Background: an optimization exercise with open tools, aiming at small area and a short achievable clock period. Do not read the settings as production practice.
RTL that was checked went through simulation tests only; none was proved equivalent to the original.
No functional check of the RTL was part of run 2.

==> flow/design.v, too long to show whole: its modules and the start of the top module <==
// module iq_integrate_dump: 648 lines
// module iq_demod_lpf: 76 lines
// module iq_mix_tree: 762 lines
module iq_demod_lpf
#(
  parameter int IN_W  = iq_demod_pkg::DEF_IN_W,
  parameter int CAR_W = iq_demod_pkg::DEF_CAR_W,
  parameter int DECIM = iq_demod_pkg::DEF_DECIM,
  parameter int OUT_W = iq_demod_pkg::DEF_OUT_W,
  parameter int SHIFT = iq_demod_pkg::DEF_SHIFT
) (
  input  logic                    clk,
  input  logic                    reset_n,
  input  logic                    sample_en,
  input  logic                    sym_start,
  input  logic signed [IN_W-1:0]  y_in,
  input  logic signed [CAR_W-1:0] i_car,
  input  logic signed [CAR_W-1:0] q_car,
  output logic signed [OUT_W-1:0] i_out,
  output logic signed [OUT_W-1:0] q_out,
  output logic                    out_valid,
  output logic                    overflow
);
  // ...
==> flow/flow/run.sh <==
#!/bin/bash
set -euo pipefail
bash standard.sh SETUP_SLACK_MARGIN=6 finish > layout.log 2>&1
==> flow/standard.sh <==
#!/bin/bash
# synth_recipe.tcl (not shown) runs the flow's synth.tcl, then flattens the netlist and writes it again
# the make line also repeats each setting of config.mk as NAME=value (left out here)
make -C /OpenROAD-flow-scripts/flow DESIGN_CONFIG=/design/flow/config.mk WORK_HOME=/design/flow/orfs CLKGATE_MAP_FILE= SYNTH_SCRIPT=/design/flow/synth_recipe.tcl "${@:-finish}"
==> flow/config.mk <==
export PLATFORM = sky130hd
export DESIGN_NAME = iq_demod_lpf
export DESIGN_NICKNAME = iq_demod_lpf
export VERILOG_FILES = /design/flow/design.v
export SDC_FILE = /design/flow/constraint.sdc
export NUM_CORES = 4
export LEC_CHECK = 0
export ABC_AREA = 1
export CAP_MARGIN = 20
export CORE_MARGIN = 2
export CORE_UTILIZATION = 40
export PLACE_DENSITY = 0.6
export SLEW_MARGIN = 20
==> flow/constraint.sdc <==
create_clock -name core_clock -period 10.5 [get_ports {clk}]
set_input_delay 2.1000 -clock core_clock [delete_from_list [all_inputs] [get_ports {clk}]]
set_output_delay 2.1000 -clock core_clock [all_outputs]
set_load 0.01 [all_outputs]
==> results.cfg, run 1 <==
[min_path]
whs_path_depth = 2
holdPathEnd = zero_q
min_from = zero_q

[drt]
via_per_inst = 5.68
wl_per_cell_microns = 24.6
ant_nets = 0
dr.pass1.iters = 16

[critical_path]
cp.buffers_inverters = 8
r2r_end = u_int_i.data_q[6]
max_stage_delay_ns = 0.57
worstPathRequired_ns = 11.02
crit_family = adder cells
r2r-start = clr_q

[logic_synthesis]
muxShareOfSynthArea = 0
synth_area_sq_um = 41500

[clocking]
cts_buffers = 53
hold_buffers = 0

[final_layout]
utilization = 0.515
antenna_cells = 3
final_cell_mix = inv_1 (914), nand2_1 (605), xor2_1 (590), o22ai_1 (445), fa_1 (428)
stdcell_area_sq_um = 53100
final_common_cell = inv_1
top_area_cell_class = multi-input gates
nFillCells = 9097

[global_route]
gr-usage-met2 = 0.418
busiest_layer = met2

[placed_design]
io_buffers = 125
placement.cell_area_sq_um = 44500

[die]
dieWidth_microns = 326
core.rowCount = 118
taps = 1380

[sta]
period_share = 0.468
tightest_slew_ns = 0.807

[run_status]
status = complete, no violations
==> module iq_demod_lpf, before the edit <==
module iq_demod_lpf
#(
  parameter int IN_W  = iq_demod_pkg::DEF_IN_W,
  parameter int CAR_W = iq_demod_pkg::DEF_CAR_W,
  parameter int DECIM = iq_demod_pkg::DEF_DECIM,
  parameter int OUT_W = iq_demod_pkg::DEF_OUT_W,
  parameter int SHIFT = iq_demod_pkg::DEF_SHIFT
) (
  input  logic                    clk,
  input  logic                    reset_n,
  input  logic                    sample_en,
  input  logic                    sym_start,
  input  logic signed [IN_W-1:0]  y_in,
  input  logic signed [CAR_W-1:0] i_car,
  input  logic signed [CAR_W-1:0] q_car,
  output logic signed [OUT_W-1:0] i_out,
  output logic signed [OUT_W-1:0] q_out,
  output logic                    out_valid,
  output logic                    overflow
);
  localparam int NB = 138;   
  logic [24:0]   ye;
  logic [11:0]   one, two, neg;
  logic [NB-1:0] rows_i, rows_q, prod_i_q, prod_q_q;
  logic          vld_q, sop_q, zero_q, clr_q, out_valid_q, dump, zero_d;
  logic [3:0]    cnt_q;
  logic          ovf_i, ovf_q;
  assign ye = {y_in, 1'b0};
  always_comb begin
    for (int k = 0; k < 12; k++) begin
      one[k] = ye[2*k+1] ^ ye[2*k];
      two[k] = (ye[2*k+2] & ~ye[2*k+1] & ~ye[2*k]) | (~ye[2*k+2] & ye[2*k+1] & ye[2*k]);
      neg[k] = ye[2*k+2];
    end
  end
  iq_mix_tree u_mix_i (.x(i_car), .one(one), .two(two), .neg(neg), .rows_o(rows_i));
  iq_mix_tree u_mix_q (.x(q_car), .one(one), .two(two), .neg(neg), .rows_o(rows_q));
  always_ff @(posedge clk) begin
    prod_i_q <= rows_i;
    prod_q_q <= rows_q;
  end
  always_ff @(posedge clk) begin
    if (!reset_n) begin
      vld_q <= 1'b0;
      sop_q <= 1'b0;
    end else begin
      vld_q <= sample_en;
      sop_q <= sample_en & sym_start;
    end
  end
  assign dump = vld_q & ~sop_q & (cnt_q == 4'd9);
  always_ff @(posedge clk) begin
    if (!reset_n) begin
      cnt_q       <= '0;
      out_valid_q <= 1'b0;
    end else begin
      out_valid_q <= dump;
      if (vld_q) begin
        if (sop_q)     cnt_q <= 4'd1;
        else if (dump) cnt_q <= '0;
        else           cnt_q <= cnt_q + 4'd1;
      end
    end
  end
  assign zero_d = ~reset_n | dump | (zero_q & ~vld_q);
  always_ff @(posedge clk) begin
    zero_q <= zero_d;
    clr_q  <= zero_d | (sample_en & sym_start);
  end
  iq_integrate_dump u_int_i (.clk(clk), .reset_n(reset_n), .vld_i(vld_q), .clr_i(clr_q),
    .dump_i(dump), .prod_i(prod_i_q), .data_o(i_out), .ovf_o(ovf_i));
  iq_integrate_dump u_int_q (.clk(clk), .reset_n(reset_n), .vld_i(vld_q), .clr_i(clr_q),
    .dump_i(dump), .prod_i(prod_q_q), .data_o(q_out), .ovf_o(ovf_q));
  assign out_valid = out_valid_q;
  assign overflow  = ovf_i | ovf_q;
endmodule
==> inputs of run 2 (changes only) <==
--- a/flow/design.v
+++ b/flow/design.v
@@ -10,213 +10,212 @@
   input  logic                reset_n,
   input  logic                vld_i,    
   input  logic                clr_i,    
   input  logic                dump_i,   
   input  logic [137:0]        prod_i,
   output logic signed [23:0] data_o,
   output logic                ovf_o
 );
-  logic [50:0] acc_q, acc_e, ra, rb, sum;
+  logic [50:0] acc_q, ra, rb, sum;
   logic signed [23:0] data_q, sat;
   logic ovf_q, oor;
   logic s1, c2, s3, c4, s5, c6, s7, c8, s9, c10, s11, c12, s13, c14, s15, c16, s17, c18, s19, c20, s21, c22, s23, c24, s25, c26, s27, c28, s29, c30, s31, c32, s33, c34, s35, c36, s37, c38, s39, c40, s41, c42, s43, c44, s45, c46, s47, c48, s49, c50, s51, c52, s53, c54, s55, c56, s57, c58, s59, c60, s61, c62, s63, c64, s65, c66, s67, c68, s69, c70, s71, c72, s73, c74, s75, c76, s77, c78, s79, c80, s81, c82, s83, c84, s85, c86, s87, c88, s89, c90, s91, c92, s93, c94, s95, c96, s97, c98, s99, c100, s101, c102, s103, c104, s105, c106, s107, c108, s109, c110, s111, c112, s113, c114, s115, c116, s117, c118, s119, c120, s121, c122, s123, c124, s125, c126, s127, c128, s129, c130, s131, c132, s133, c134, s135, c136, s137, c138, s139, c140, s141, c142, s143, c144, s145, c146, s147, c148, s149, c150, s151, c152, s153, c154, s155, c156, s157, c158, s159, c160, s161, c162, s163, c164, s165, c166, s167, c168, s169, c170, s171, c172, s173, c174, s175, c176, s177, c178, s179, c180, s181, c182, s183, c184, s185, c186, s187, c188, s189, c190;
-  assign acc_e = acc_q & {51{~clr_i}};
-  assign s1 = prod_i[0] ^ prod_i[1];
-  assign c2 = prod_i[0] & prod_i[1];
-  assign s3 = prod_i[2] ^ acc_e[1];
-  assign c4 = prod_i[2] & acc_e[1];
-  assign s5 = prod_i[3] ^ prod_i[4] ^ prod_i[5];
-  assign c6 = (prod_i[3] & prod_i[4]) | (prod_i[5] & (prod_i[3] ^ prod_i[4]));
-  assign s7 = acc_e[2] ^ c4;
-  assign c8 = acc_e[2] & c4;
-  assign s9 = prod_i[6] ^ prod_i[7] ^ acc_e[3];
-  assign c10 = (prod_i[6] & prod_i[7]) | (acc_e[3] & (prod_i[6] ^ prod_i[7]));
+  assign s1 = acc_q[0] ^ prod_i[0];
+  assign c2 = acc_q[0] & prod_i[0];
+  assign s3 = acc_q[1] ^ prod_i[2];
+  assign c4 = acc_q[1] & prod_i[2];
+  assign s5 = acc_q[2] ^ prod_i[3] ^ prod_i[4];
+  assign c6 = (acc_q[2] & prod_i[3]) | (prod_i[4] & (acc_q[2] ^ prod_i[3]));
+  assign s7 = prod_i[5] ^ c4;
+  assign c8 = prod_i[5] & c4;
+  assign s9 = acc_q[3] ^ prod_i[6] ^ prod_i[7];
+  assign c10 = (acc_q[3] & prod_i[6]) | (prod_i[7] & (acc_q[3] ^ prod_i[6]));
   assign s11 = c6 ^ c8;
   assign c12 = c6 & c8;
-  assign s13 = prod_i[10] ^ prod_i[8] ^ prod_i[9];
-  assign c14 = (prod_i[10] & prod_i[8]) | (prod_i[9] & (prod_i[10] ^ prod_i[8]));
-  assign s15 = acc_e[4] ^ s13 ^ c10;
-  assign c16 = (acc_e[4] & s13) | (c10 & (acc_e[4] ^ s13));
-  assign s17 = prod_i[11] ^ prod_i[12] ^ prod_i[13];
-  assign c18 = (prod_i[11] & prod_i[12]) | (prod_i[13] & (prod_i[11] ^ prod_i[12]));
-  assign s19 = acc_e[5] ^ c14 ^ s17;
-  assign c20 = (acc_e[5] & c14) | (s17 & (acc_e[5] ^ c14));
-  assign s21 = prod_i[14] ^ prod_i[15] ^ prod_i[16];
-  assign c22 = (prod_i[14] & prod_i[15]) | (prod_i[16] & (prod_i[14] ^ prod_i[15]));
-  assign s23 = acc_e[6] ^ c18 ^ s21;
-  assign c24 = (acc_e[6] & c18) | (s21 & (acc_e[6] ^ c18));
-  assign s25 = prod_i[17] ^ prod_i[18] ^ prod_i[19];
-  assign c26 = (prod_i[17] & prod_i[18]) | (prod_i[19] & (prod_i[17] ^ prod_i[18]));
-  assign s27 = acc_e[7] ^ c22 ^ s25;
-  assign c28 = (acc_e[7] & c22) | (s25 & (acc_e[7] ^ c22));
-  assign s29 = prod_i[20] ^ prod_i[21] ^ prod_i[22];
-  assign c30 = (prod_i[20] & prod_i[21]) | (prod_i[22] & (prod_i[20] ^ prod_i[21]));
-  assign s31 = acc_e[8] ^ c26 ^ s29;
-  assign c32 = (acc_e[8] & c26) | (s29 & (acc_e[8] ^ c26));
-  assign s33 = prod_i[23] ^ prod_i[24] ^ prod_i[25];
-  assign c34 = (prod_i[23] & prod_i[24]) | (prod_i[25] & (prod_i[23] ^ prod_i[24]));
-  assign s35 = acc_e[9] ^ c30 ^ s33;
-  assign c36 = (acc_e[9] & c30) | (s33 & (acc_e[9] ^ c30));
-  assign s37 = prod_i[26] ^ prod_i[27] ^ prod_i[28];
-  assign c38 = (prod_i[26] & prod_i[27]) | (prod_i[28] & (prod_i[26] ^ prod_i[27]));
-  assign s39 = acc_e[10] ^ c34 ^ s37;
-  assign c40 = (acc_e[10] & c34) | (s37 & (acc_e[10] ^ c34));
-  assign s41 = prod_i[29] ^ prod_i[30] ^ prod_i[31];
-  assign c42 = (prod_i[29] & prod_i[30]) | (prod_i[31] & (prod_i[29] ^ prod_i[30]));
-  assign s43 = acc_e[11] ^ c38 ^ s41;
-  assign c44 = (acc_e[11] & c38) | (s41 & (acc_e[11] ^ c38));
-  assign s45 = prod_i[32] ^ prod_i[33] ^ prod_i[34];
-  assign c46 = (prod_i[32] & prod_i[33]) | (prod_i[34] & (prod_i[32] ^ prod_i[33]));
-  assign s47 = acc_e[12] ^ c42 ^ s45;
-  assign c48 = (acc_e[12] & c42) | (s45 & (acc_e[12] ^ c42));
-  assign s49 = prod_i[35] ^ prod_i[36] ^ prod_i[37];
-  assign c50 = (prod_i[35] & prod_i[36]) | (prod_i[37] & (prod_i[35] ^ prod_i[36]));
-  assign s51 = acc_e[13] ^ c46 ^ s49;
-  assign c52 = (acc_e[13] & c46) | (s49 & (acc_e[13] ^ c46));
-  assign s53 = prod_i[38] ^ prod_i[39] ^ prod_i[40];
-  assign c54 = (prod_i[38] & prod_i[39]) | (prod_i[40] & (prod_i[38] ^ prod_i[39]));
-  assign s55 = acc_e[14] ^ c50 ^ s53;
-  assign c56 = (acc_e[14] & c50) | (s53 & (acc_e[14] ^ c50));
-  assign s57 = prod_i[41] ^ prod_i[42] ^ prod_i[43];
-  assign c58 = (prod_i[41] & prod_i[42]) | (prod_i[43] & (prod_i[41] ^ prod_i[42]));
-  assign s59 = acc_e[15] ^ c54 ^ s57;
-  assign c60 = (acc_e[15] & c54) | (s57 & (acc_e[15] ^ c54));
-  assign s61 = prod_i[44] ^ prod_i[45] ^ prod_i[46];
-  assign c62 = (prod_i[44] & prod_i[45]) | (prod_i[46] & (prod_i[44] ^ prod_i[45]));
-  assign s63 = acc_e[16] ^ c58 ^ s61;
-  assign c64 = (acc_e[16] & c58) | (s61 & (acc_e[16] ^ c58));
-  assign s65 = prod_i[47] ^ prod_i[48] ^ prod_i[49];
-  assign c66 = (prod_i[47] & prod_i[48]) | (prod_i[49] & (prod_i[47] ^ prod_i[48]));
-  assign s67 = acc_e[17] ^ c62 ^ s65;
-  assign c68 = (acc_e[17] & c62) | (s65 & (acc_e[17] ^ c62));
-  assign s69 = prod_i[50] ^ prod_i[51] ^ prod_i[52];
-  assign c70 = (prod_i[50] & prod_i[51]) | (prod_i[52] & (prod_i[50] ^ prod_i[51]));
-  assign s71 = acc_e[18] ^ c66 ^ s69;
-  assign c72 = (acc_e[18] & c66) | (s69 & (acc_e[18] ^ c66));
-  assign s73 = prod_i[53] ^ prod_i[54] ^ prod_i[55];
-  assign c74 = (prod_i[53] & prod_i[54]) | (prod_i[55] & (prod_i[53] ^ prod_i[54]));
-  assign s75 = acc_e[19] ^ c70 ^ s73;
-  assign c76 = (acc_e[19] & c70) | (s73 & (acc_e[19] ^ c70));
-  assign s77 = prod_i[56] ^ prod_i[57] ^ prod_i[58];
-  assign c78 = (prod_i[56] & prod_i[57]) | (prod_i[58] & (prod_i[56] ^ prod_i[57]));
-  assign s79 = acc_e[20] ^ c74 ^ s77;
-  assign c80 = (acc_e[20] & c74) | (s77 & (acc_e[20] ^ c74));
-  assign s81 = prod_i[59] ^ prod_i[60] ^ prod_i[61];
-  assign c82 = (prod_i[59] & prod_i[60]) | (prod_i[61] & (prod_i[59] ^ prod_i[60]));
-  assign s83 = acc_e[21] ^ c78 ^ s81;
-  assign c84 = (acc_e[21] & c78) | (s81 & (acc_e[21] ^ c78));
-  assign s85 = prod_i[62] ^ prod_i[63] ^ prod_i[64];
-  assign c86 = (prod_i[62] & prod_i[63]) | (prod_i[64] & (prod_i[62] ^ prod_i[63]));
-  assign s87 = acc_e[22] ^ c82 ^ s85;
-  assign c88 = (acc_e[22] & c82) | (s85 & (acc_e[22] ^ c82));
-  assign s89 = prod_i[65] ^ prod_i[66] ^ prod_i[67];
-  assign c90 = (prod_i[65] & prod_i[66]) | (prod_i[67] & (prod_i[65] ^ prod_i[66]));
-  assign s91 = acc_e[23] ^ c86 ^ s89;
-  assign c92 = (acc_e[23] & c86) | (s89 & (acc_e[23] ^ c86));
-  assign s93 = prod_i[68] ^ prod_i[69] ^ prod_i[70];
-  assign c94 = (prod_i[68] & prod_i[69]) | (prod_i[70] & (prod_i[68] ^ prod_i[69]));
-  assign s95 = acc_e[24] ^ c90 ^ s93;
-  assign c96 = (acc_e[24] & c90) | (s93 & (acc_e[24] ^ c90));
-  assign s97 = prod_i[71] ^ prod_i[72] ^ prod_i[73];
-  assign c98 = (prod_i[71] & prod_i[72]) | (prod_i[73] & (prod_i[71] ^ prod_i[72]));
-  assign s99 = acc_e[25] ^ c94 ^ s97;
-  assign c100 = (acc_e[25] & c94) | (s97 & (acc_e[25] ^ c94));
-  assign s101 = prod_i[74] ^ prod_i[75] ^ prod_i[76];
-  assign c102 = (prod_i[74] & prod_i[75]) | (prod_i[76] & (prod_i[74] ^ prod_i[75]));
-  assign s103 = acc_e[26] ^ c98 ^ s101;
-  assign c104 = (acc_e[26] & c98) | (s101 & (acc_e[26] ^ c98));
-  assign s105 = prod_i[77] ^ prod_i[78] ^ prod_i[79];
-  assign c106 = (prod_i[77] & prod_i[78]) | (prod_i[79] & (prod_i[77] ^ prod_i[78]));
-  assign s107 = acc_e[27] ^ c102 ^ s105;
-  assign c108 = (acc_e[27] & c102) | (s105 & (acc_e[27] ^ c102));
-  assign s109 = prod_i[80] ^ prod_i[81] ^ prod_i[82];
-  assign c110 = (prod_i[80] & prod_i[81]) | (prod_i[82] & (prod_i[80] ^ prod_i[81]));
-  assign s111 = acc_e[28] ^ c106 ^ s109;
-  assign c112 = (acc_e[28] & c106) | (s109 & (acc_e[28] ^ c106));
-  assign s113 = prod_i[83] ^ prod_i[84] ^ prod_i[85];
-  assign c114 = (prod_i[83] & prod_i[84]) | (prod_i[85] & (prod_i[83] ^ prod_i[84]));
-  assign s115 = acc_e[29] ^ c110 ^ s113;
-  assign c116 = (acc_e[29] & c110) | (s113 & (acc_e[29] ^ c110));
-  assign s117 = prod_i[86] ^ prod_i[87] ^ prod_i[88];
-  assign c118 = (prod_i[86] & prod_i[87]) | (prod_i[88] & (prod_i[86] ^ prod_i[87]));
-  assign s119 = acc_e[30] ^ c114 ^ s117;
-  assign c120 = (acc_e[30] & c114) | (s117 & (acc_e[30] ^ c114));
-  assign s121 = prod_i[89] ^ prod_i[90] ^ prod_i[91];
-  assign c122 = (prod_i[89] & prod_i[90]) | (prod_i[91] & (prod_i[89] ^ prod_i[90]));
-  assign s123 = acc_e[31] ^ c118 ^ s121;
-  assign c124 = (acc_e[31] & c118) | (s121 & (acc_e[31] ^ c118));
-  assign s125 = prod_i[92] ^ prod_i[93] ^ prod_i[94];
-  assign c126 = (prod_i[92] & prod_i[93]) | (prod_i[94] & (prod_i[92] ^ prod_i[93]));
-  assign s127 = acc_e[32] ^ c122 ^ s125;
-  assign c128 = (acc_e[32] & c122) | (s125 & (acc_e[32] ^ c122));
-  assign s129 = prod_i[95] ^ prod_i[96] ^ prod_i[97];
-  assign c130 = (prod_i[95] & prod_i[96]) | (prod_i[97] & (prod_i[95] ^ prod_i[96]));
-  assign s131 = acc_e[33] ^ c126 ^ s129;
-  assign c132 = (acc_e[33] & c126) | (s129 & (acc_e[33] ^ c126));
-  assign s133 = prod_i[100] ^ prod_i[98] ^ prod_i[99];
-  assign c134 = (prod_i[100] & prod_i[98]) | (prod_i[99] & (prod_i[100] ^ prod_i[98]));
-  assign s135 = acc_e[34] ^ c130 ^ s133;
-  assign c136 = (acc_e[34] & c130) | (s133 & (acc_e[34] ^ c130));
-  assign s137 = prod_i[101] ^ prod_i[102] ^ prod_i[103];
-  assign c138 = (prod_i[101] & prod_i[102]) | (prod_i[103] & (prod_i[101] ^ prod_i[102]));
-  assign s139 = acc_e[35] ^ c134 ^ s137;
-  assign c140 = (acc_e[35] & c134) | (s137 & (acc_e[35] ^ c134));
-  assign s141 = prod_i[104] ^ prod_i[105] ^ prod_i[106];
-  assign c142 = (prod_i[104] & prod_i[105]) | (prod_i[106] & (prod_i[104] ^ prod_i[105]));
-  assign s143 = acc_e[36] ^ c138 ^ s141;
-  assign c144 = (acc_e[36] & c138) | (s141 & (acc_e[36] ^ c138));
-  assign s145 = prod_i[107] ^ prod_i[108] ^ prod_i[109];
-  assign c146 = (prod_i[107] & prod_i[108]) | (prod_i[109] & (prod_i[107] ^ prod_i[108]));
-  assign s147 = acc_e[37] ^ c142 ^ s145;
-  assign c148 = (acc_e[37] & c142) | (s145 & (acc_e[37] ^ c142));
-  assign s149 = prod_i[110] ^ prod_i[111] ^ prod_i[112];
-  assign c150 = (prod_i[110] & prod_i[111]) | (prod_i[112] & (prod_i[110] ^ prod_i[111]));
-  assign s151 = acc_e[38] ^ c146 ^ s149;
-  assign c152 = (acc_e[38] & c146) | (s149 & (acc_e[38] ^ c146));
-  assign s153 = prod_i[113] ^ prod_i[114] ^ prod_i[115];
-  assign c154 = (prod_i[113] & prod_i[114]) | (prod_i[115] & (prod_i[113] ^ prod_i[114]));
-  assign s155 = acc_e[39] ^ c150 ^ s153;
-  assign c156 = (acc_e[39] & c150) | (s153 & (acc_e[39] ^ c150));
-  assign s157 = prod_i[116] ^ prod_i[117] ^ prod_i[118];
-  assign c158 = (prod_i[116] & prod_i[117]) | (prod_i[118] & (prod_i[116] ^ prod_i[117]));
-  assign s159 = acc_e[40] ^ c154 ^ s157;
-  assign c160 = (acc_e[40] & c154) | (s157 & (acc_e[40] ^ c154));
-  assign s161 = prod_i[119] ^ prod_i[120] ^ prod_i[121];
-  assign c162 = (prod_i[119] & prod_i[120]) | (prod_i[121] & (prod_i[119] ^ prod_i[120]));
-  assign s163 = acc_e[41] ^ c158 ^ s161;
-  assign c164 = (acc_e[41] & c158) | (s161 & (acc_e[41] ^ c158));
-  assign s165 = prod_i[122] ^ prod_i[123] ^ prod_i[124];
-  assign c166 = (prod_i[122] & prod_i[123]) | (prod_i[124] & (prod_i[122] ^ prod_i[123]));
-  assign s167 = acc_e[42] ^ c162 ^ s165;
-  assign c168 = (acc_e[42] & c162) | (s165 & (acc_e[42] ^ c162));
-  assign s169 = prod_i[125] ^ prod_i[126] ^ prod_i[127];
-  assign c170 = (prod_i[125] & prod_i[126]) | (prod_i[127] & (prod_i[125] ^ prod_i[126]));
-  assign s171 = acc_e[43] ^ c166 ^ s169;
-  assign c172 = (acc_e[43] & c166) | (s169 & (acc_e[43] ^ c166));
-  assign s173 = prod_i[128] ^ prod_i[129] ^ prod_i[130];
-  assign c174 = (prod_i[128] & prod_i[129]) | (prod_i[130] & (prod_i[128] ^ prod_i[129]));
-  assign s175 = acc_e[44] ^ c170 ^ s173;
-  assign c176 = (acc_e[44] & c170) | (s173 & (acc_e[44] ^ c170));
-  assign s177 = prod_i[131] ^ prod_i[132] ^ acc_e[45];
-  assign c178 = (prod_i[131] & prod_i[132]) | (acc_e[45] & (prod_i[131] ^ prod_i[132]));
+  assign s13 = acc_q[4] ^ prod_i[10] ^ prod_i[8];
+  assign c14 = (acc_q[4] & prod_i[10]) | (prod_i[8] & (acc_q[4] ^ prod_i[10]));
+  assign s15 = prod_i[9] ^ c10 ^ s13;
+  assign c16 = (prod_i[9] & c10) | (s13 & (prod_i[9] ^ c10));
+  assign s17 = acc_q[5] ^ prod_i[11] ^ prod_i[12];
+  assign c18 = (acc_q[5] & prod_i[11]) | (prod_i[12] & (acc_q[5] ^ prod_i[11]));
+  assign s19 = prod_i[13] ^ c14 ^ s17;
+  assign c20 = (prod_i[13] & c14) | (s17 & (prod_i[13] ^ c14));
+  assign s21 = acc_q[6] ^ prod_i[14] ^ prod_i[15];
+  assign c22 = (acc_q[6] & prod_i[14]) | (prod_i[15] & (acc_q[6] ^ prod_i[14]));
+  assign s23 = prod_i[16] ^ c18 ^ s21;
+  assign c24 = (prod_i[16] & c18) | (s21 & (prod_i[16] ^ c18));
+  assign s25 = acc_q[7] ^ prod_i[17] ^ prod_i[18];
+  assign c26 = (acc_q[7] & prod_i[17]) | (prod_i[18] & (acc_q[7] ^ prod_i[17]));
+  assign s27 = prod_i[19] ^ c22 ^ s25;
+  assign c28 = (prod_i[19] & c22) | (s25 & (prod_i[19] ^ c22));
+  assign s29 = acc_q[8] ^ prod_i[20] ^ prod_i[21];
+  assign c30 = (acc_q[8] & prod_i[20]) | (prod_i[21] & (acc_q[8] ^ prod_i[20]));
+  assign s31 = prod_i[22] ^ c26 ^ s29;
+  assign c32 = (prod_i[22] & c26) | (s29 & (prod_i[22] ^ c26));
+  assign s33 = acc_q[9] ^ prod_i[23] ^ prod_i[24];
+  assign c34 = (acc_q[9] & prod_i[23]) | (prod_i[24] & (acc_q[9] ^ prod_i[23]));
+  assign s35 = prod_i[25] ^ c30 ^ s33;
+  assign c36 = (prod_i[25] & c30) | (s33 & (prod_i[25] ^ c30));
+  assign s37 = acc_q[10] ^ prod_i[26] ^ prod_i[27];
+  assign c38 = (acc_q[10] & prod_i[26]) | (prod_i[27] & (acc_q[10] ^ prod_i[26]));
+  assign s39 = prod_i[28] ^ c34 ^ s37;
+  assign c40 = (prod_i[28] & c34) | (s37 & (prod_i[28] ^ c34));
+  assign s41 = acc_q[11] ^ prod_i[29] ^ prod_i[30];
+  assign c42 = (acc_q[11] & prod_i[29]) | (prod_i[30] & (acc_q[11] ^ prod_i[29]));
+  assign s43 = prod_i[31] ^ c38 ^ s41;
+  assign c44 = (prod_i[31] & c38) | (s41 & (prod_i[31] ^ c38));
+  assign s45 = acc_q[12] ^ prod_i[32] ^ prod_i[33];
+  assign c46 = (acc_q[12] & prod_i[32]) | (prod_i[33] & (acc_q[12] ^ prod_i[32]));
+  assign s47 = prod_i[34] ^ c42 ^ s45;
+  assign c48 = (prod_i[34] & c42) | (s45 & (prod_i[34] ^ c42));
+  assign s49 = acc_q[13] ^ prod_i[35] ^ prod_i[36];
+  assign c50 = (acc_q[13] & prod_i[35]) | (prod_i[36] & (acc_q[13] ^ prod_i[35]));
+  assign s51 = prod_i[37] ^ c46 ^ s49;
+  assign c52 = (prod_i[37] & c46) | (s49 & (prod_i[37] ^ c46));
+  assign s53 = acc_q[14] ^ prod_i[38] ^ prod_i[39];
+  assign c54 = (acc_q[14] & prod_i[38]) | (prod_i[39] & (acc_q[14] ^ prod_i[38]));
+  assign s55 = prod_i[40] ^ c50 ^ s53;
+  assign c56 = (prod_i[40] & c50) | (s53 & (prod_i[40] ^ c50));
+  assign s57 = acc_q[15] ^ prod_i[41] ^ prod_i[42];
+  assign c58 = (acc_q[15] & prod_i[41]) | (prod_i[42] & (acc_q[15] ^ prod_i[41]));
+  assign s59 = prod_i[43] ^ c54 ^ s57;
+  assign c60 = (prod_i[43] & c54) | (s57 & (prod_i[43] ^ c54));
+  assign s61 = acc_q[16] ^ prod_i[44] ^ prod_i[45];
+  assign c62 = (acc_q[16] & prod_i[44]) | (prod_i[45] & (acc_q[16] ^ prod_i[44]));
+  assign s63 = prod_i[46] ^ c58 ^ s61;
+  assign c64 = (prod_i[46] & c58) | (s61 & (prod_i[46] ^ c58));
+  assign s65 = acc_q[17] ^ prod_i[47] ^ prod_i[48];
+  assign c66 = (acc_q[17] & prod_i[47]) | (prod_i[48] & (acc_q[17] ^ prod_i[47]));
+  assign s67 = prod_i[49] ^ c62 ^ s65;
+  assign c68 = (prod_i[49] & c62) | (s65 & (prod_i[49] ^ c62));
+  assign s69 = acc_q[18] ^ prod_i[50] ^ prod_i[51];
+  assign c70 = (acc_q[18] & prod_i[50]) | (prod_i[51] & (acc_q[18] ^ prod_i[50]));
+  assign s71 = prod_i[52] ^ c66 ^ s69;
+  assign c72 = (prod_i[52] & c66) | (s69 & (prod_i[52] ^ c66));
+  assign s73 = acc_q[19] ^ prod_i[53] ^ prod_i[54];
+  assign c74 = (acc_q[19] & prod_i[53]) | (prod_i[54] & (acc_q[19] ^ prod_i[53]));
+  assign s75 = prod_i[55] ^ c70 ^ s73;
+  assign c76 = (prod_i[55] & c70) | (s73 & (prod_i[55] ^ c70));
+  assign s77 = acc_q[20] ^ prod_i[56] ^ prod_i[57];
+  assign c78 = (acc_q[20] & prod_i[56]) | (prod_i[57] & (acc_q[20] ^ prod_i[56]));
+  assign s79 = prod_i[58] ^ c74 ^ s77;
+  assign c80 = (prod_i[58] & c74) | (s77 & (prod_i[58] ^ c74));
+  assign s81 = acc_q[21] ^ prod_i[59] ^ prod_i[60];
+  assign c82 = (acc_q[21] & prod_i[59]) | (prod_i[60] & (acc_q[21] ^ prod_i[59]));
+  assign s83 = prod_i[61] ^ c78 ^ s81;
+  assign c84 = (prod_i[61] & c78) | (s81 & (prod_i[61] ^ c78));
+  assign s85 = acc_q[22] ^ prod_i[62] ^ prod_i[63];
+  assign c86 = (acc_q[22] & prod_i[62]) | (prod_i[63] & (acc_q[22] ^ prod_i[62]));
+  assign s87 = prod_i[64] ^ c82 ^ s85;
+  assign c88 = (prod_i[64] & c82) | (s85 & (prod_i[64] ^ c82));
+  assign s89 = acc_q[23] ^ prod_i[65] ^ prod_i[66];
+  assign c90 = (acc_q[23] & prod_i[65]) | (prod_i[66] & (acc_q[23] ^ prod_i[65]));
+  assign s91 = prod_i[67] ^ c86 ^ s89;
+  assign c92 = (prod_i[67] & c86) | (s89 & (prod_i[67] ^ c86));
+  assign s93 = acc_q[24] ^ prod_i[68] ^ prod_i[69];
+  assign c94 = (acc_q[24] & prod_i[68]) | (prod_i[69] & (acc_q[24] ^ prod_i[68]));
+  assign s95 = prod_i[70] ^ c90 ^ s93;
+  assign c96 = (prod_i[70] & c90) | (s93 & (prod_i[70] ^ c90));
+  assign s97 = acc_q[25] ^ prod_i[71] ^ prod_i[72];
+  assign c98 = (acc_q[25] & prod_i[71]) | (prod_i[72] & (acc_q[25] ^ prod_i[71]));
+  assign s99 = prod_i[73] ^ c94 ^ s97;
+  assign c100 = (prod_i[73] & c94) | (s97 & (prod_i[73] ^ c94));
+  assign s101 = acc_q[26] ^ prod_i[74] ^ prod_i[75];
+  assign c102 = (acc_q[26] & prod_i[74]) | (prod_i[75] & (acc_q[26] ^ prod_i[74]));
+  assign s103 = prod_i[76] ^ c98 ^ s101;
+  assign c104 = (prod_i[76] & c98) | (s101 & (prod_i[76] ^ c98));
+  assign s105 = acc_q[27] ^ prod_i[77] ^ prod_i[78];
+  assign c106 = (acc_q[27] & prod_i[77]) | (prod_i[78] & (acc_q[27] ^ prod_i[77]));
+  assign s107 = prod_i[79] ^ c102 ^ s105;
+  assign c108 = (prod_i[79] & c102) | (s105 & (prod_i[79] ^ c102));
+  assign s109 = acc_q[28] ^ prod_i[80] ^ prod_i[81];
+  assign c110 = (acc_q[28] & prod_i[80]) | (prod_i[81] & (acc_q[28] ^ prod_i[80]));
+  assign s111 = prod_i[82] ^ c106 ^ s109;
+  assign c112 = (prod_i[82] & c106) | (s109 & (prod_i[82] ^ c106));
+  assign s113 = acc_q[29] ^ prod_i[83] ^ prod_i[84];
+  assign c114 = (acc_q[29] & prod_i[83]) | (prod_i[84] & (acc_q[29] ^ prod_i[83]));
+  assign s115 = prod_i[85] ^ c110 ^ s113;
+  assign c116 = (prod_i[85] & c110) | (s113 & (prod_i[85] ^ c110));
+  assign s117 = acc_q[30] ^ prod_i[86] ^ prod_i[87];
+  assign c118 = (acc_q[30] & prod_i[86]) | (prod_i[87] & (acc_q[30] ^ prod_i[86]));
+  assign s119 = prod_i[88] ^ c114 ^ s117;
+  assign c120 = (prod_i[88] & c114) | (s117 & (prod_i[88] ^ c114));
+  assign s121 = acc_q[31] ^ prod_i[89] ^ prod_i[90];
+  assign c122 = (acc_q[31] & prod_i[89]) | (prod_i[90] & (acc_q[31] ^ prod_i[89]));
+  assign s123 = prod_i[91] ^ c118 ^ s121;
+  assign c124 = (prod_i[91] & c118) | (s121 & (prod_i[91] ^ c118));
+  assign s125 = acc_q[32] ^ prod_i[92] ^ prod_i[93];
+  assign c126 = (acc_q[32] & prod_i[92]) | (prod_i[93] & (acc_q[32] ^ prod_i[92]));
+  assign s127 = prod_i[94] ^ c122 ^ s125;
+  assign c128 = (prod_i[94] & c122) | (s125 & (prod_i[94] ^ c122));
+  assign s129 = acc_q[33] ^ prod_i[95] ^ prod_i[96];
+  assign c130 = (acc_q[33] & prod_i[95]) | (prod_i[96] & (acc_q[33] ^ prod_i[95]));
+  assign s131 = prod_i[97] ^ c126 ^ s129;
+  assign c132 = (prod_i[97] & c126) | (s129 & (prod_i[97] ^ c126));
+  assign s133 = acc_q[34] ^ prod_i[100] ^ prod_i[98];
+  assign c134 = (acc_q[34] & prod_i[100]) | (prod_i[98] & (acc_q[34] ^ prod_i[100]));
+  assign s135 = prod_i[99] ^ c130 ^ s133;
+  assign c136 = (prod_i[99] & c130) | (s133 & (prod_i[99] ^ c130));
+  assign s137 = acc_q[35] ^ prod_i[101] ^ prod_i[102];
+  assign c138 = (acc_q[35] & prod_i[101]) | (prod_i[102] & (acc_q[35] ^ prod_i[101]));
+  assign s139 = prod_i[103] ^ c134 ^ s137;
+  assign c140 = (prod_i[103] & c134) | (s137 & (prod_i[103] ^ c134));
+  assign s141 = acc_q[36] ^ prod_i[104] ^ prod_i[105];
+  assign c142 = (acc_q[36] & prod_i[104]) | (prod_i[105] & (acc_q[36] ^ prod_i[104]));
+  assign s143 = prod_i[106] ^ c138 ^ s141;
+  assign c144 = (prod_i[106] & c138) | (s141 & (prod_i[106] ^ c138));
+  assign s145 = acc_q[37] ^ prod_i[107] ^ prod_i[108];
+  assign c146 = (acc_q[37] & prod_i[107]) | (prod_i[108] & (acc_q[37] ^ prod_i[107]));
+  assign s147 = prod_i[109] ^ c142 ^ s145;
+  assign c148 = (prod_i[109] & c142) | (s145 & (prod_i[109] ^ c142));
+  assign s149 = acc_q[38] ^ prod_i[110] ^ prod_i[111];
+  assign c150 = (acc_q[38] & prod_i[110]) | (prod_i[111] & (acc_q[38] ^ prod_i[110]));
+  assign s151 = prod_i[112] ^ c146 ^ s149;
+  assign c152 = (prod_i[112] & c146) | (s149 & (prod_i[112] ^ c146));
+  assign s153 = acc_q[39] ^ prod_i[113] ^ prod_i[114];
+  assign c154 = (acc_q[39] & prod_i[113]) | (prod_i[114] & (acc_q[39] ^ prod_i[113]));
+  assign s155 = prod_i[115] ^ c150 ^ s153;
+  assign c156 = (prod_i[115] & c150) | (s153 & (prod_i[115] ^ c150));
+  assign s157 = acc_q[40] ^ prod_i[116] ^ prod_i[117];
+  assign c158 = (acc_q[40] & prod_i[116]) | (prod_i[117] & (acc_q[40] ^ prod_i[116]));
+  assign s159 = prod_i[118] ^ c154 ^ s157;
+  assign c160 = (prod_i[118] & c154) | (s157 & (prod_i[118] ^ c154));
+  assign s161 = acc_q[41] ^ prod_i[119] ^ prod_i[120];
+  assign c162 = (acc_q[41] & prod_i[119]) | (prod_i[120] & (acc_q[41] ^ prod_i[119]));
+  assign s163 = prod_i[121] ^ c158 ^ s161;
+  assign c164 = (prod_i[121] & c158) | (s161 & (prod_i[121] ^ c158));
+  assign s165 = acc_q[42] ^ prod_i[122] ^ prod_i[123];
+  assign c166 = (acc_q[42] & prod_i[122]) | (prod_i[123] & (acc_q[42] ^ prod_i[122]));
+  assign s167 = prod_i[124] ^ c162 ^ s165;
+  assign c168 = (prod_i[124] & c162) | (s165 & (prod_i[124] ^ c162));
+  assign s169 = acc_q[43] ^ prod_i[125] ^ prod_i[126];
+  assign c170 = (acc_q[43] & prod_i[125]) | (prod_i[126] & (acc_q[43] ^ prod_i[125]));
+  assign s171 = prod_i[127] ^ c166 ^ s169;
+  assign c172 = (prod_i[127] & c166) | (s169 & (prod_i[127] ^ c166));
+  assign s173 = acc_q[44] ^ prod_i[128] ^ prod_i[129];
+  assign c174 = (acc_q[44] & prod_i[128]) | (prod_i[129] & (acc_q[44] ^ prod_i[128]));
+  assign s175 = prod_i[130] ^ c170 ^ s173;
+  assign c176 = (prod_i[130] & c170) | (s173 & (prod_i[130] ^ c170));
+  assign s177 = acc_q[45] ^ prod_i[131] ^ prod_i[132];
+  assign c178 = (acc_q[45] & prod_i[131]) | (prod_i[132] & (acc_q[45] ^ prod_i[131]));
   assign s179 = c174 ^ s177;
   assign c180 = c174 & s177;
-  assign s181 = prod_i[133] ^ acc_e[46] ^ c178;
-  assign c182 = (prod_i[133] & acc_e[46]) | (c178 & (prod_i[133] ^ acc_e[46]));
-  assign s183 = prod_i[134] ^ acc_e[47];
-  assign c184 = prod_i[134] & acc_e[47];
-  assign s185 = prod_i[135] ^ acc_e[48];
-  assign c186 = prod_i[135] & acc_e[48];
-  assign s187 = prod_i[136] ^ acc_e[49];
-  assign c188 = prod_i[136] & acc_e[49];
-  assign s189 = prod_i[137] ^ acc_e[50];
-  assign c190 = prod_i[137] & acc_e[50];
-  assign ra = {c188, c186, c184, s183, c180, c176, c172, c168, c164, c160, c156, c152, c148, c144, c140, c136, c132, c128, c124, c120, c116, c112, c108, c104, c100, c96, c92, c88, c84, c80, c76, c72, c68, c64, c60, c56, c52, c48, c44, c40, c36, c32, c28, c24, c20, c16, c12, s9, s5, c2, acc_e[0]};
-  assign rb = {s189, s187, s185, c182, s181, s179, s175, s171, s167, s163, s159, s155, s151, s147, s143, s139, s135, s131, s127, s123, s119, s115, s111, s107, s103, s99, s95, s91, s87, s83, s79, s75, s71, s67, s63, s59, s55, s51, s47, s43, s39, s35, s31, s27, s23, s19, s15, s11, s7, s3, s1};
+  assign s181 = acc_q[46] ^ prod_i[133] ^ c178;
+  assign c182 = (acc_q[46] & prod_i[133]) | (c178 & (acc_q[46] ^ prod_i[133]));
+  assign s183 = acc_q[47] ^ prod_i[134];
+  assign c184 = acc_q[47] & prod_i[134];
+  assign s185 = acc_q[48] ^ prod_i[135];
+  assign c186 = acc_q[48] & prod_i[135];
+  assign s187 = acc_q[49] ^ prod_i[136];
+  assign c188 = acc_q[49] & prod_i[136];
+  assign s189 = acc_q[50] ^ prod_i[137];
+  assign c190 = acc_q[50] & prod_i[137];
+  assign ra = {c188, c186, c184, s183, c180, s179, c172, c168, c164, c160, c156, c152, c148, c144, c140, c136, c132, c128, c124, c120, c116, c112, c108, c104, c100, c96, c92, c88, c84, c80, c76, c72, c68, c64, c60, c56, c52, c48, c44, c40, c36, c32, c28, c24, c20, c16, c12, s9, s5, c2, prod_i[1]};
+  assign rb = {s189, s187, s185, c182, s181, c176, s175, s171, s167, s163, s159, s155, s151, s147, s143, s139, s135, s131, s127, s123, s119, s115, s111, s107, s103, s99, s95, s91, s87, s83, s79, s75, s71, s67, s63, s59, s55, s51, s47, s43, s39, s35, s31, s27, s23, s19, s15, s11, s7, s3, s1};
   logic g1, p2, g3, p4, g5, p6, g7, p8, g9, p10, g11, p12, g13, p14, g15, p16, g17, p18, g19, p20, g21, p22, g23, p24, g25, p26, g27, p28, g29, p30, g31, p32, g33, p34, g35, p36, g37, p38, g39, p40, g41, p42, g43, p44, g45, p46, g47, p48, g49, p50, g51, p52, g53, p54, g55, p56, g57, p58, g59, p60, g61, p62, g63, p64, g65, p66, g67, p68, g69, p70, g71, p72, g73, p74, g75, p76, g77, p78, g79, p80, g81, p82, g83, p84, g85, p86, g87, p88, g89, p90, g91, p92, g93, p94, g95, p96, g97, p98, g99, p100, g101, p102, G103, P104, G105, P106, G107, P108, G109, P110, G111, P112, G113, P114, G115, P116, G117, P118, G119, P120, G121, P122, G123, P124, G125, P126, G127, P128, G129, P130, G131, P132, G133, P134, G135, P136, G137, P138, G139, P140, G141, P142, G143, P144, G145, P146, G147, P148, G149, P150, G151, P152, G153, P154, G155, P156, G157, P158, G159, P160, G161, P162, G163, P164, G165, P166, G167, P168, G169, P170, G171, P172, G173, P174, G175, P176, G177, P178, G179, P180, G181, P182, G183, P184, G185, P186, G187, P188, G189, P190, G191, P192, G193, P194, G195, P196, G197, P198, G199, P200, G201, P202, G203, P204, G205, P206, G207, P208, G209, P210, G211, P212, G213, P214, G215, P216, G217, P218, G219, P220, G221, P222, G223, P224, G225, P226, G227, P228, G229, P230, G231, P232, G233, P234, G235, P236, G237, P238, G239, P240, G241, P242, G243, P244, G245, P246, G247, P248, G249, P250, G251, P252, G253, P254, G255, P256, G257, P258, G259, P260, G261, P262, G263, P264, G265, P266, G267, P268, G269, P270, G271, P272, G273, P274, G275, P276, G277, P278, G279, P280, G281, P282, G283, P284, G285, P286, G287, P288, G289, P290, G291, P292, G293, P294, G295, P296, G297, P298, G299, P300, G301, P302, G303, P304, G305, P306, G307, P308, G309, P310, G311, P312, G313, P314, G315, P316, G317, P318, G319, P320, G321, P322, G323, P324, G325, P326, G327, P328, G329, P330, G331, P332, G333, P334, G335, P336, G337, P338, G339, P340, G341, P342, G343, P344, G345, P346, G347, P348, G349, P350, G351, P352, G353, P354, G355, P356, G357, P358, G359, P360, G361, P362, G363, P364, G365, P366, G367, P368, G369, P370, G371, P372, G373, P374, y375, y376, y377, y378, y379, y380, y381, y382, y383, y384, y385, y386, y387, y388, y389, y390, y391, y392, y393, y394, y395, y396, y397, y398, y399, y400, y401, y402, y403, y404, y405, y406, y407, y408, y409, y410, y411, y412, y413, y414, y415, y416, y417, y418, y419, y420, y421, y422, y423, y424;
   assign g1 = ra[0] & rb[0];
   assign p2 = ra[0] ^ rb[0];
   assign g3 = ra[1] & rb[1];
   assign p4 = ra[1] ^ rb[1];
   assign g5 = ra[2] & rb[2];
   assign p6 = ra[2] ^ rb[2];
   assign g7 = ra[3] & rb[3];
@@ -636,17 +635,18 @@
   assign y421 = p96 ^ G365;
   assign y422 = p98 ^ G367;
   assign y423 = p100 ^ G369;
   assign y424 = p102 ^ G371;
   assign sum = {y424, y423, y422, y421, y420, y419, y418, y417, y416, y415, y414, y413, y412, y411, y410, y409, y408, y407, y406, y405, y404, y403, y402, y401, y400, y399, y398, y397, y396, y395, y394, y393, y392, y391, y390, y389, y388, y387, y386, y385, y384, y383, y382, y381, y380, y379, y378, y377, y376, y375, p2};
   assign oor = ~((sum[50:47] == 4'b0000) || (sum[50:47] == 4'b1111));
   assign sat = oor ? {sum[50], {23{~sum[50]}}} : sum[47:24];
   always_ff @(posedge clk) begin
-    if (vld_i) acc_q <= sum;
+    if (clr_i)      acc_q <= '0;
+    else if (vld_i) acc_q <= sum;
     if (!reset_n) begin
       data_q <= '0;
       ovf_q  <= 1'b0;
     end else if (dump_i) begin
       data_q <= sat;
       if (oor) ovf_q <= 1'b1;
     end
   end
@@ -673,17 +673,17 @@
   output logic signed [OUT_W-1:0] q_out,
   output logic                    out_valid,
   output logic                    overflow
 );
   localparam int NB = 138;   
   logic [24:0]   ye;
   logic [11:0]   one, two, neg;
   logic [NB-1:0] rows_i, rows_q, prod_i_q, prod_q_q;
-  logic          vld_q, sop_q, zero_q, clr_q, out_valid_q, dump, zero_d;
+  logic          vld_q, sop_q, out_valid_q, dump, clr;
   logic [3:0]    cnt_q;
   logic          ovf_i, ovf_q;
   assign ye = {y_in, 1'b0};
   always_comb begin
     for (int k = 0; k < 12; k++) begin
       one[k] = ye[2*k+1] ^ ye[2*k];
       two[k] = (ye[2*k+2] & ~ye[2*k+1] & ~ye[2*k]) | (~ye[2*k+2] & ye[2*k+1] & ye[2*k]);
       neg[k] = ye[2*k+2];
@@ -713,24 +713,20 @@
       out_valid_q <= dump;
       if (vld_q) begin
         if (sop_q)     cnt_q <= 4'd1;
         else if (dump) cnt_q <= '0;
         else           cnt_q <= cnt_q + 4'd1;
       end
     end
   end
-  assign zero_d = ~reset_n | dump | (zero_q & ~vld_q);
-  always_ff @(posedge clk) begin
-    zero_q <= zero_d;
-    clr_q  <= zero_d | (sample_en & sym_start);
-  end
-  iq_integrate_dump u_int_i (.clk(clk), .reset_n(reset_n), .vld_i(vld_q), .clr_i(clr_q),
+  assign clr = ~reset_n | dump | (sample_en & sym_start);
+  iq_integrate_dump u_int_i (.clk(clk), .reset_n(reset_n), .vld_i(vld_q), .clr_i(clr),
     .dump_i(dump), .prod_i(prod_i_q), .data_o(i_out), .ovf_o(ovf_i));
-  iq_integrate_dump u_int_q (.clk(clk), .reset_n(reset_n), .vld_i(vld_q), .clr_i(clr_q),
+  iq_integrate_dump u_int_q (.clk(clk), .reset_n(reset_n), .vld_i(vld_q), .clr_i(clr),
     .dump_i(dump), .prod_i(prod_q_q), .data_o(q_out), .ovf_o(ovf_q));
   assign out_valid = out_valid_q;
   assign overflow  = ovf_i | ovf_q;
 endmodule
 module iq_mix_tree (
   input  logic [23:0] x,
   input  logic [11:0] one,
   input  logic [11:0] two,
==> flow/run.sh (new file) <==
#!/bin/bash
# synth_recipe.tcl (not shown) runs the flow's synth.tcl, then flattens the netlist and writes it again
# the make line also repeats each setting of config.mk as NAME=value (left out here)
make -C /OpenROAD-flow-scripts/flow DESIGN_CONFIG=/design/flow/config.mk WORK_HOME=/design/flow/orfs CLKGATE_MAP_FILE= SYNTH_SCRIPT=/design/flow/synth_recipe.tcl finish
--- a/flow/config.mk
+++ b/flow/config.mk
@@ -5,9 +5,10 @@
 export SDC_FILE = /design/flow/constraint.sdc
 export NUM_CORES = 4
 export LEC_CHECK = 0
 export ABC_AREA = 1
 export CAP_MARGIN = 20
 export CORE_MARGIN = 2
 export CORE_UTILIZATION = 40
 export PLACE_DENSITY = 0.6
+export SETUP_SLACK_MARGIN = 5
 export SLEW_MARGIN = 20
removed: flow/flow/run.sh
removed: flow/standard.sh
==> results.cfg, run 2 <==
[logic_synthesis]
synth_top_area_frac = 0.262
synthDistinctLibCells = 36
synth_area_sq_um = 41800
synthTopCellsByCount = inv_1 (1138), nand2_1 (634), xor2_1 (609), o22ai_1 (554), fa_1 (546)
ys_ff_latch = 423
synth-edff-count = 0
syn_nets = 5844
yosysWarnings = 2
syn_area_per_cell_sq_um = 8.28
yosysSeqAreaShare = 0.203
synthFlopType = dfxtp_1
synth_area_leader_cell = fa_1
synth_cells = 5044
synthMostInstantiatedCell = inv_1
synthArstFlopShare = 0
synth_area_leaders = fa_1 (26%), dfxtp_1 (20%), xor2_1 (13%)

[sta]
min_period_ns = 5.43
fmax_mhz = 184
finClkSkew_ns = 0.0266
grt_setup_unrepaired = false
setup_viol = 0
tightest_slew_ns = 1.20
hold_viol = 0
hold_ws_ns = 0.449
slew_violations = 0
period_share = 0.518
slew-limit-headroom = 0.203
fin_tns_setup_ns = 0

[die]
die_y_microns = 327
initial_core_util = 0.403
dieWidth_microns = 327
pin_count = 126
core.rowCount = 118
core_sq_um = 103000
dieArea_sq_um = 107000

[global_route]
grt_pass1_vias = 34066
grt_overflow = 0
grt_max_degree = 72
grt_first_pass_wirelength_mm = 197
antenna_found_initial = 2
globalRouteTotalUtil = 0.236

[final_layout]
final_nets = 5804
drive_gt1_frac = 0.0599
multiInputGateArea_sq_um = 27900
ff_latch_area_sq_um = 8470
stdcell_area_sq_um = 46300
top_register = prod_i_q
nFillCells = 10015
stdcell_count = 6425
layout-area-overhead-vs-synth_pct = 10.9
largest_reg_flops = 133
final_common_cell = inv_1
final_cell_mix = inv_1 (1134), nand2_1 (626), xor2_1 (609), o22ai_1 (554), fa_1 (546)
largestRegisters = prod_i_q (133), prod_q_q (131)

[clocking]
clock-sinks = 423
cts_buffers = 50
cts_buffer_depth = 3
insertion_delay_ns = 0.64
ctsHtreeMaxLevel = 2
clockRootBuffer = clkbuf_16
clk_pin_slew_ns = 0.07
cts_tree = yes
hold_buffers = 0

[critical_path]
cp.arrival_ns = 5.95
worstPathRequired_ns = 11.01
path_max_fanout = 23
crit_type = in -> reg
rrSetupSlack_ns = 6.42
start_kind = input pin
end_kind = flip-flop

[placed_design]
gp_congestion = 0.925
placedCellCount = 6316
io_buffers = 125
placement.cell_area_sq_um = 44200
dpl.hpwl_mm = 86.1

[drt]
ant_nets = 0
wl_mm = 126
drc = 0
drtIter0Drc = 3280
num_vias = 33489
wl_per_cell_microns = 19.6
via_per_inst = 5.21
dr.pass1.iters = 6

[run_status]
status = complete, no violations

[run]
max_cap_violations = 0

[min_path]
hold_class = reg -> reg
==> run 2: logic make-up (layout without fill, tap and decap cells) <==
| group | after synthesis | in the layout | synth area share |
|---|---|---|---|
| buf+inv | 1482 | 1477 | 0.136 |
| simple gates | 934 | 934 | 0.0921 |
| compound gates | 855 | 860 | 0.123 |
| fa+ha+maj | 724 | 724 | 0.315 |
| xor+xnor | 626 | 626 | 0.131 |
| flops | 423 | 423 | 0.203 |
| other cells | 0 | 1 | 0 |
==> run 2: repair_timing <==
action	CTS	global route
cloned	5	1
setup endpoints to repair	76	54
pin swaps	7	4
hold endpoints to repair	0	0
gates resized for setup	49	43
setup buffers	3	7
==> run 2: metal layers <==
layer  GRT usage  vias up  wire length, microns
met5     0.00932        -                   141
met4       0.114        2                  6310
met3      0.0570      431                 11600
met2       0.371     1568                 55400
met1       0.304    15977                 52200
li1            -    15511                     -
==> run 2: cell type report <==
type / count / area share
well taps: 1380 / 0.0373
flip-flops and latches: 423 / 0.183
repair inverters: 1 / 0.000108
clock buffers: 67 / 0.0304
repair buffers: 227 / 0.0461
multi-input cells: 3144 / 0.603
clock inverters: 25 / 0.00597
inverters: 1157 / 0.0945
diodes: 1 / 0.0000540
==> run 2: worst max-delay path, cell delays in order <==
cell and delay [ns]:
clkdlybuf4s50_1 0.45, buf_12 0.19, inv_2 0.18, nand2_1 0.18, o21ai_4 0.11, buf_4 0.33
o22ai_1 0.13, xor2_1 0.22, fa_1 0.54, fa_1 0.55, inv_1 0.05, fa_1 0.39
fa_1 0.47
==> run 2: stage by stage <==
stage / utilization / worst slack, ns
2_1_floorplan: - / 5.00
3_3_place_gp: 0.427 / 3.79
3_5_place_dp: 0.427 / 3.73
4_1_cts: 0.445 / 4.98
5_1_grt: 0.448 / 4.99
6_report: 0.448 / 5.07
==> run 2: worst paths after layout <==
| path | start | to | depth (start not counted) |
|---|---|---|---|
| setup / recovery | y_in[13] | prod_q_q[73] | 13 |
| hold reg to reg | u_int_q.data_q[2] | u_int_q.data_q[2] | 2 |
| hold / removal | u_int_q.data_q[2] | u_int_q.data_q[2] | 2 |
| setup reg to reg | prod_i_q[17] | u_int_i.data_q[11] | 23 |

separate check: timing with driven ports:
Ports are ideal in the flow. The routed layouts listed here were re-timed in OpenROAD.
Step 1: set_driving_cell puts a clkbuf_16 on clk and a buf_2 on each other input, an assumption about the parent block.
Step 2 also shifts input and output timing later by t, the mid clock arrival at the registers, as if the neighbouring blocks saw the same clock.
Three values: ideal ports, drivers, drivers and shift; two values: the first two.
run | t, ns | slack for setup (ns) | hold WS [ns] | worst setup path after step 2 | latest minus earliest clock arrival (ns)
run 1 | 0.726 | 5.583 / 5.597 / 4.871 | 0.449 / 0.449 / 0.449 | input to register | 0.044 / 0.044
run 2 | 0.699 | 5.066 / 5.086 / 4.387 | 0.449 / 0.449 / 0.449 | input to register | 0.038 / 0.038
After both steps every run listed still meets setup and hold. For run 1, which loses most, drivers alone change the setup slack by +0.014 ns; drivers and shift together by -0.712 ns.
